From an optimization exercise on the open Yosys and OpenROAD flow, aimed at small area, a short achievable clock period and few clock cycles; shortcuts taken in it are not production practice. The RTL was checked by simulation tests, not by an equivalence proof against the original design.

==> flow/design.v <==
package alu_pkg;
	typedef logic [4:0] alu_opcode_t;
	typedef struct packed {
		logic [32-1:0] hi;
		logic [32-1:0] lo;
	} alu_product_t;
	typedef struct packed {
		logic [32-1:0] remainder;  
		logic [32-1:0] quotient;
	} alu_quotient_t;
	typedef union packed {
		alu_product_t  prod;
		alu_quotient_t quot;
	} alu_wide_t;
endpackage
`timescale 1ns/10ps
module alu (
	input  logic                    clock,
	input  logic                    rst,
	input  logic                    go,
	input  alu_pkg::alu_opcode_t    opcode,
	input  logic [32-1:0]   a,
	input  logic [32-1:0]   b,
	output logic [2*32-1:0] z,
	output logic [32-1:0]   hi,
	output logic [32-1:0]   lo,
	output logic                    busy,
	output logic                    done
);
	logic [31:0] hreg, lreg, zr;
	logic        busy_r, done_r, single_r;
	logic        is_div, fix;
	logic [3:0]  cnt;
	logic        neg_q, neg_r;
	logic        m_div;   
	logic        mfs;     
	logic [1:0]  fsc;
	assign busy = busy_r;
	assign done = done_r;
	assign hi   = hreg;
	assign lo   = lreg;
	assign z    = single_r ? {32'b0, zr} : {hreg, lreg};
	wire accept = go & ~busy_r;
	wire [4:0] op = opcode;
	wire op_div   = (op == 5'd15);
	wire op_mul   = (op == 5'd16);
	wire op_multi = op_div | op_mul;
	wire op_valid = (op == 5'd3) | (op == 5'd4) | (op == 5'd5) |
	                (op == 5'd6) | (op == 5'd7) | (op == 5'd8) |
	                (op == 5'd9) | (op == 5'd10) | (op == 5'd11) |
	                (op == 5'd17) | (op == 5'd18);
	wire sel_sh  = op[3] | (op[2] & op[1] & op[0]);
	wire sel_and = op[2] & ~op[1] & op[0];
	wire sel_or  = op[2] & op[1] & ~op[0];
	wire sel_not = op[4] & op[1];
	wire sel_add = ~op[3] & ((op[2] & ~op[1] & ~op[0]) | (~op[2] & op[0]));
	wire        sub   = op[2] & ~op[3];
	wire        useb  = ~op[4] & ~op[3];
	wire        inv   = (op[4] & op[0]) | (op[3] & a[31]);
	wire [32:0] asum  = {a ^ {32{inv}}, 1'b1} + {(b & {32{useb}}) ^ {32{sub}}, inv | sub};
	wire [31:0] add_r = asum[32:1];
	wire        right = ~op[3] | (op[1] ^ op[0]);    
	wire        rot   = ~op[3] | (~op[1] & ~op[0]);  
	wire        fillb = op[3] & op[1] & ~op[0] & a[31];  
	wire [4:0]  s     = b[4:0];
	wire [4:0]  rs    = right ? s : (~s + 5'd1);
	logic [31:0] st [0:5];
	assign st[0] = a;
	for (genvar k = 0; k < 5; k++) begin : g_sh
		localparam int S = 1 << k;
		assign st[k+1] = rs[k] ? {st[k][S-1:0], st[k][31:S]} : st[k];
	end
	logic [31:0] sh_r;
	always_comb begin
		for (int i = 0; i < 32; i++) begin
			if (rot | (right ? ({1'b0, s} <= 6'(31 - i)) : ({1'b0, s} <= 6'(i))))
				sh_r[i] = st[5][i];
			else
				sh_r[i] = fillb;
		end
	end
	wire k_mul = op_multi;
	wire k_sh  = op_valid & sel_sh;
	wire k_and = op_valid & sel_and;
	wire k_or  = op_valid & sel_or;
	wire k_not = op_valid & sel_not;
	wire k_add = op_valid & sel_add;
	wire [31:0] zr_next = ({32{k_mul}} & b) | ({32{k_sh}} & sh_r) | ({32{k_and}} & (a & b)) |
	                      ({32{k_or}} & (a | b)) | ({32{k_not}} & ~a) | ({32{k_add}} & add_r);
	wire fa8  = a[31] ? &a[30:7]  : ~|a[30:8];
	wire fa16 = a[31] ? &a[30:15] : ~|a[30:16];
	wire fa24 = a[31] ? &a[30:23] : ~|a[30:24];
	wire gb8  = b[31] ? ~&b[30:8]  : |b[30:8];
	wire gb16 = b[31] ? ~&b[30:16] : |b[30:16];
	wire gb24 = b[31] ? ~&b[30:24] : |b[30:24];
	wire bz   = ~|b;
	wire [1:0] ja = fa8 ? 2'd3 : fa16 ? 2'd2 : fa24 ? 2'd1 : 2'd0;
	wire ma8  = a[31] ? &a[30:7]  : ~|a[30:7];
	wire ma16 = a[31] ? &a[30:15] : ~|a[30:15];
	wire ma24 = a[31] ? &a[30:23] : ~|a[30:23];
	wire [1:0] jm = ma8 ? 2'd3 : ma16 ? 2'd2 : ma24 ? 2'd1 : 2'd0;
	wire [1:0] jd = gb24 ? 2'd3 : gb16 ? 2'd2 : gb8 ? 2'd1 : 2'd0;
	wire [2:0] jsum = {1'b0, ja} + {1'b0, jd};
	wire [2:0] j = (~op_div | bz) ? 3'd0 : (jsum > 3'd4) ? 3'd4 : jsum;
	logic [63:0] dload;
	always_comb begin
		case (j)
			3'd0: dload = {32'b0, add_r};
			3'd1: dload = {24'b0, add_r, 8'b0};
			3'd2: dload = {16'b0, add_r, 16'b0};
			3'd3: dload = {8'b0, add_r, 24'b0};
			default: dload = {a, 32'b0};    
		endcase
	end
	wire sb = zr[31];
	wire [33:0] m1 = {{2{zr[31]}}, zr};
	wire [33:0] m2 = {zr[31], zr, 1'b0};
	wire [2:0] bd0 = busy_r ? lreg[5:3] : {a[1:0], 1'b0};
	wire [2:0] bd1 = busy_r ? lreg[7:5] : a[3:1];
	function automatic logic [2:0] booth(input logic [2:0] x);
		booth[2] = x[1] ^ x[0];
		booth[1] = (x[2] & ~x[1] & ~x[0]) | (~x[2] & x[1] & x[0]);
		booth[0] = x[2] & ~(x[1] & x[0]);
	endfunction
	wire [2:0] bm0 = booth(bd0);
	wire [2:0] bm1 = booth(bd1);
	logic [2:0] bc1, bc2;
	wire one1 = bc1[2], two1 = bc1[1], ng1 = bc1[0];
	wire one2 = bc2[2], two2 = bc2[1], ng2 = bc2[0];
	logic [33:0] a1, a2;
	logic [33:0] s1, s2;
	logic        q1, q2;
	logic [31:0] r1, r2;
	wire  nq = neg_q & ~(lreg[31] & lreg[30]);  
	wire [33:0] b1 = ((one1 ? m1 : 34'b0) | (two1 ? m2 : 34'b0)) ^ {34{ng1}};
	wire [33:0] b2 = ((one2 ? m1 : 34'b0) | (two2 ? m2 : 34'b0)) ^ {34{ng2}};
	always_comb begin
		if (fix)        a1 = {2'b0, hreg ^ {32{neg_r}}};
		else if (m_div) a1 = {2'b0, hreg[30:0], lreg[31]};
		else            a1 = {{2{hreg[31]}}, hreg};
	end
	wire [34:0] s1x = {a1, 1'b1} + {b1, ng1 | (fix & neg_r)};
	assign s1 = s1x[34:1];
	assign q1 = ~s1[32];
	assign r1 = q1 ? s1[31:0] : a1[31:0];
	always_comb begin
		if (fix)        a2 = {2'b0, lreg ^ {32{nq}}};
		else if (m_div) a2 = {2'b0, r1[30:0], lreg[30]};
		else            a2 = {{2{s1[33]}}, s1[33:2]};
	end
	wire [34:0] s2x = {a2, 1'b1} + {b2, ng2 | (fix & nq)};
	assign s2 = s2x[34:1];
	assign q2 = ~s2[32];
	assign r2 = q2 ? s2[31:0] : a2[31:0];
	always_ff @(posedge clock) begin
		if (rst) begin
			busy_r   <= 1'b0;
			done_r   <= 1'b0;
			single_r <= 1'b0;
			fix      <= 1'b0;
			m_div    <= 1'b0;
			bc1      <= 3'b000;
			bc2      <= 3'b000;
			hreg     <= 32'b0;
			lreg     <= 32'b0;
		end else begin
			done_r <= 1'b0;
			if (!busy_r) begin
				zr <= zr_next;
				bc1 <= op_div ? {2'b10, ~b[31]} : bm0;
				bc2 <= op_div ? {2'b10, ~b[31]} : bm1;
				if (go) begin
					if (op_multi) begin
						busy_r   <= ~(op_div & j[2]);
						done_r   <= op_div & j[2];
						single_r <= 1'b0;
						is_div   <= op_div;
						m_div    <= op_div & ~j[2];
						fix      <= 1'b0;
						cnt      <= op_div ? {j[1:0], 2'b00} : {1'b1, jm, 1'b0};
						fsc      <= jm;
						mfs      <= 1'b0;
						hreg     <= dload[63:32];
						lreg     <= dload[31:0];
						neg_q    <= a[31] ^ b[31];
						neg_r    <= a[31];
					end else begin
						single_r <= 1'b1;
						done_r   <= 1'b1;
					end
				end
			end else if (fix) begin
				hreg   <= s1[31:0];
				lreg   <= s2[31:0];
				fix    <= 1'b0;
				m_div  <= 1'b0;
				busy_r <= 1'b0;
				done_r <= 1'b1;
			end else if (is_div) begin
				hreg <= r2;
				lreg <= {lreg[29:0], q1, q2};
				cnt  <= cnt + 4'd1;
				if (cnt == 4'd15) begin
					m_div <= 1'b0;
					if (neg_q | neg_r) begin
						fix <= 1'b1;
						bc1 <= 3'b000;
						bc2 <= 3'b000;
					end else begin
						busy_r <= 1'b0;
						done_r <= 1'b1;
					end
				end
			end else if (mfs) begin
				hreg <= {{8{hreg[31]}}, hreg[31:8]};
				lreg <= {hreg[7:0], lreg[31:8]};
				fsc  <= fsc - 2'd1;
				if (fsc == 2'd1) begin
					busy_r <= 1'b0;
					done_r <= 1'b1;
				end
			end else begin
				hreg <= s2[33:2];
				lreg <= {s2[1:0], s1[1:0], lreg[31:4]};
				bc1  <= bm0;
				bc2  <= bm1;
				cnt  <= cnt + 4'd1;
				if (cnt == 4'd15) begin
					if (fsc == 2'd0) begin
						busy_r <= 1'b0;
						done_r <= 1'b1;
					end else begin
						mfs <= 1'b1;
					end
				end
			end
		end
	end
endmodule
Settings: LEC_CHECK=0, CAP_MARGIN=20, CORE_MARGIN=2, CORE_UTILIZATION=40, PLACE_DENSITY=0.45, SLEW_MARGIN=20; clock period 18.0 ns.
standard.sh (not shown) runs the stock make flow with config.mk's settings and CLKGATE_MAP_FILE= SYNTH_SCRIPT=/design/flow/synth_recipe.tcl, a recipe that flattens the netlist after the stock synthesis.
==> flow/flow/run.sh <==
#!/bin/bash
# The standard layout (standard synthesis, floorplan, placement, CTS, routing)
# with two changes: the port buffers are sky130_fd_sc_hd__buf_1 instead of the
# delay buffer buffer_ports picks by default, and timing repair aims for a
# setup slack of SETUP_SLACK_MARGIN ns at the design's clock period, so that
# it also works on paths that already meet it. make's full output goes to
# flow_make.log here; ORFS keeps each step's log under orfs/logs.
set -euo pipefail
bash standard.sh "BUFFER_PORTS_ARGS=-buffer_cell sky130_fd_sc_hd__buf_1" SETUP_SLACK_MARGIN=10 finish > flow_make.log 2>&1
Testbench counts at the start, summed over its fixed seeds: cycles 4,243.
==> next run, changes <==
--- a/flow/design.v
+++ b/flow/design.v
@@ -31,17 +31,19 @@
 	logic        busy_r, done_r, single_r;
 	logic        is_div, fix;
 	logic [3:0]  cnt;
 	logic        neg_q, neg_r;
 	logic        m_div;   
 	logic        mfs;     
+	logic        m_mul;   
 	logic [1:0]  fsc;
+	logic        hv;      
 	assign busy = busy_r;
 	assign done = done_r;
-	assign hi   = hreg;
-	assign lo   = lreg;
+	assign hi   = hreg & {32{hv}};
+	assign lo   = lreg & {32{hv}};
 	assign z    = single_r ? {32'b0, zr} : {hreg, lreg};
 	wire accept = go & ~busy_r;
 	wire [4:0] op = opcode;
 	wire op_div   = (op == 5'd15);
 	wire op_mul   = (op == 5'd16);
 	wire op_multi = op_div | op_mul;
@@ -99,22 +101,19 @@
 	wire ma16 = a[31] ? &a[30:15] : ~|a[30:15];
 	wire ma24 = a[31] ? &a[30:23] : ~|a[30:23];
 	wire [1:0] jm = ma8 ? 2'd3 : ma16 ? 2'd2 : ma24 ? 2'd1 : 2'd0;
 	wire [1:0] jd = gb24 ? 2'd3 : gb16 ? 2'd2 : gb8 ? 2'd1 : 2'd0;
 	wire [2:0] jsum = {1'b0, ja} + {1'b0, jd};
 	wire [2:0] j = (~op_div | bz) ? 3'd0 : (jsum > 3'd4) ? 3'd4 : jsum;
-	logic [63:0] dload;
-	always_comb begin
-		case (j)
-			3'd0: dload = {32'b0, add_r};
-			3'd1: dload = {24'b0, add_r, 8'b0};
-			3'd2: dload = {16'b0, add_r, 16'b0};
-			3'd3: dload = {8'b0, add_r, 24'b0};
-			default: dload = {a, 32'b0};    
-		endcase
-	end
+	wire ld = ~busy_r & go & op_multi;
+	wire [4:0] ldj = {5{ld}} & {j == 3'd4, j == 3'd3, j == 3'd2, j == 3'd1, j == 3'd0};
+	wire [63:0] dload = ({64{ldj[0]}} & {32'b0, add_r}) |
+	                    ({64{ldj[1]}} & {24'b0, add_r, 8'b0}) |
+	                    ({64{ldj[2]}} & {16'b0, add_r, 16'b0}) |
+	                    ({64{ldj[3]}} & {8'b0, add_r, 24'b0}) |
+	                    ({64{ldj[4]}} & {a, 32'b0});    
 	wire sb = zr[31];
 	wire [33:0] m1 = {{2{zr[31]}}, zr};
 	wire [33:0] m2 = {zr[31], zr, 1'b0};
 	wire [2:0] bd0 = busy_r ? lreg[5:3] : {a[1:0], 1'b0};
 	wire [2:0] bd1 = busy_r ? lreg[7:5] : a[3:1];
 	function automatic logic [2:0] booth(input logic [2:0] x);
@@ -158,14 +157,15 @@
 			done_r   <= 1'b0;
 			single_r <= 1'b0;
 			fix      <= 1'b0;
 			m_div    <= 1'b0;
 			bc1      <= 3'b000;
 			bc2      <= 3'b000;
-			hreg     <= 32'b0;
-			lreg     <= 32'b0;
+			m_mul    <= 1'b0;
+			mfs      <= 1'b0;
+			hv       <= 1'b0;
 		end else begin
 			done_r <= 1'b0;
 			if (!busy_r) begin
 				zr <= zr_next;
 				bc1 <= op_div ? {2'b10, ~b[31]} : bm0;
 				bc2 <= op_div ? {2'b10, ~b[31]} : bm1;
@@ -177,31 +177,27 @@
 						is_div   <= op_div;
 						m_div    <= op_div & ~j[2];
 						fix      <= 1'b0;
 						cnt      <= op_div ? {j[1:0], 2'b00} : {1'b1, jm, 1'b0};
 						fsc      <= jm;
 						mfs      <= 1'b0;
-						hreg     <= dload[63:32];
-						lreg     <= dload[31:0];
+						m_mul    <= op_mul;
+						hv       <= 1'b1;
 						neg_q    <= a[31] ^ b[31];
 						neg_r    <= a[31];
 					end else begin
 						single_r <= 1'b1;
 						done_r   <= 1'b1;
 					end
 				end
 			end else if (fix) begin
-				hreg   <= s1[31:0];
-				lreg   <= s2[31:0];
 				fix    <= 1'b0;
 				m_div  <= 1'b0;
 				busy_r <= 1'b0;
 				done_r <= 1'b1;
 			end else if (is_div) begin
-				hreg <= r2;
-				lreg <= {lreg[29:0], q1, q2};
 				cnt  <= cnt + 4'd1;
 				if (cnt == 4'd15) begin
 					m_div <= 1'b0;
 					if (neg_q | neg_r) begin
 						fix <= 1'b1;
 						bc1 <= 3'b000;
@@ -209,31 +205,46 @@
 					end else begin
 						busy_r <= 1'b0;
 						done_r <= 1'b1;
 					end
 				end
 			end else if (mfs) begin
-				hreg <= {{8{hreg[31]}}, hreg[31:8]};
-				lreg <= {hreg[7:0], lreg[31:8]};
 				fsc  <= fsc - 2'd1;
 				if (fsc == 2'd1) begin
+					mfs    <= 1'b0;
 					busy_r <= 1'b0;
 					done_r <= 1'b1;
 				end
 			end else begin
-				hreg <= s2[33:2];
-				lreg <= {s2[1:0], s1[1:0], lreg[31:4]};
 				bc1  <= bm0;
 				bc2  <= bm1;
 				cnt  <= cnt + 4'd1;
 				if (cnt == 4'd15) begin
+					m_mul <= 1'b0;
 					if (fsc == 2'd0) begin
 						busy_r <= 1'b0;
 						done_r <= 1'b1;
 					end else begin
 						mfs <= 1'b1;
 					end
 				end
 			end
 		end
 	end
+	wire hold = ~busy_r & ~ld;
+	wire [31:0] hreg_d = dload[63:32] |
+	                     ({32{fix}}   & s1[31:0]) |
+	                     ({32{m_div}} & r2) |
+	                     ({32{mfs}}   & {{8{hreg[31]}}, hreg[31:8]}) |
+	                     ({32{m_mul}} & s2[33:2]) |
+	                     ({32{hold}}  & hreg);
+	wire [31:0] lreg_d = dload[31:0] |
+	                     ({32{fix}}   & s2[31:0]) |
+	                     ({32{m_div}} & {lreg[29:0], q1, q2}) |
+	                     ({32{mfs}}   & {hreg[7:0], lreg[31:8]}) |
+	                     ({32{m_mul}} & {s2[1:0], s1[1:0], lreg[31:4]}) |
+	                     ({32{hold}}  & lreg);
+	always_ff @(posedge clock) begin
+		hreg <= hreg_d;
+		lreg <= lreg_d;
+	end
 endmodule
=> The new run completed without violations; critical path depth goes down by 10; setup slack is about the same; die area goes up by 0.57%; cell area goes down by 1.1%; cell count goes down by 2.5%; worst hold slack loses 0.065 ns; fmax barely changes; global-route usage goes up by 1.4 points; clock-buffer cell count goes up by 1; non-clock buffer count goes up by 1; via count goes up by 0.78%; synthesized cell count goes down by 2.9%; synthesized area goes up by 0.59%; clock skew stays flat.
Testbench counts after the change, summed over its fixed seeds: cycles 4,243.

-- separate check: timing with driven ports --
Ports are ideal in the flow. The routed layouts listed here were re-timed in OpenROAD.
Step 1 assumes that a clkbuf_16 drives the clock port and a buf_2 every other input.
Step 2 times the ports against the registers' clock, not the clock port: input delays grow and output delays shrink by t, the midpoint of the rising clock arrivals with the driver on.
Three values: ideal, step 1, step 2; two values: the first two.
run	shift t [ns]	setup WS [ns]	worst setup path after step 2	pins driven straight from the clock port
the first run	0.501	10.148 / 10.148 / 9.680	input to register	1
the second run	0.514	10.146 / 10.146 / 9.753	input to register	1
After both steps every run listed still meets setup and hold. For the first run, which loses most, drivers alone change the setup slack by 0.000 ns; drivers and shift together by -0.468 ns.
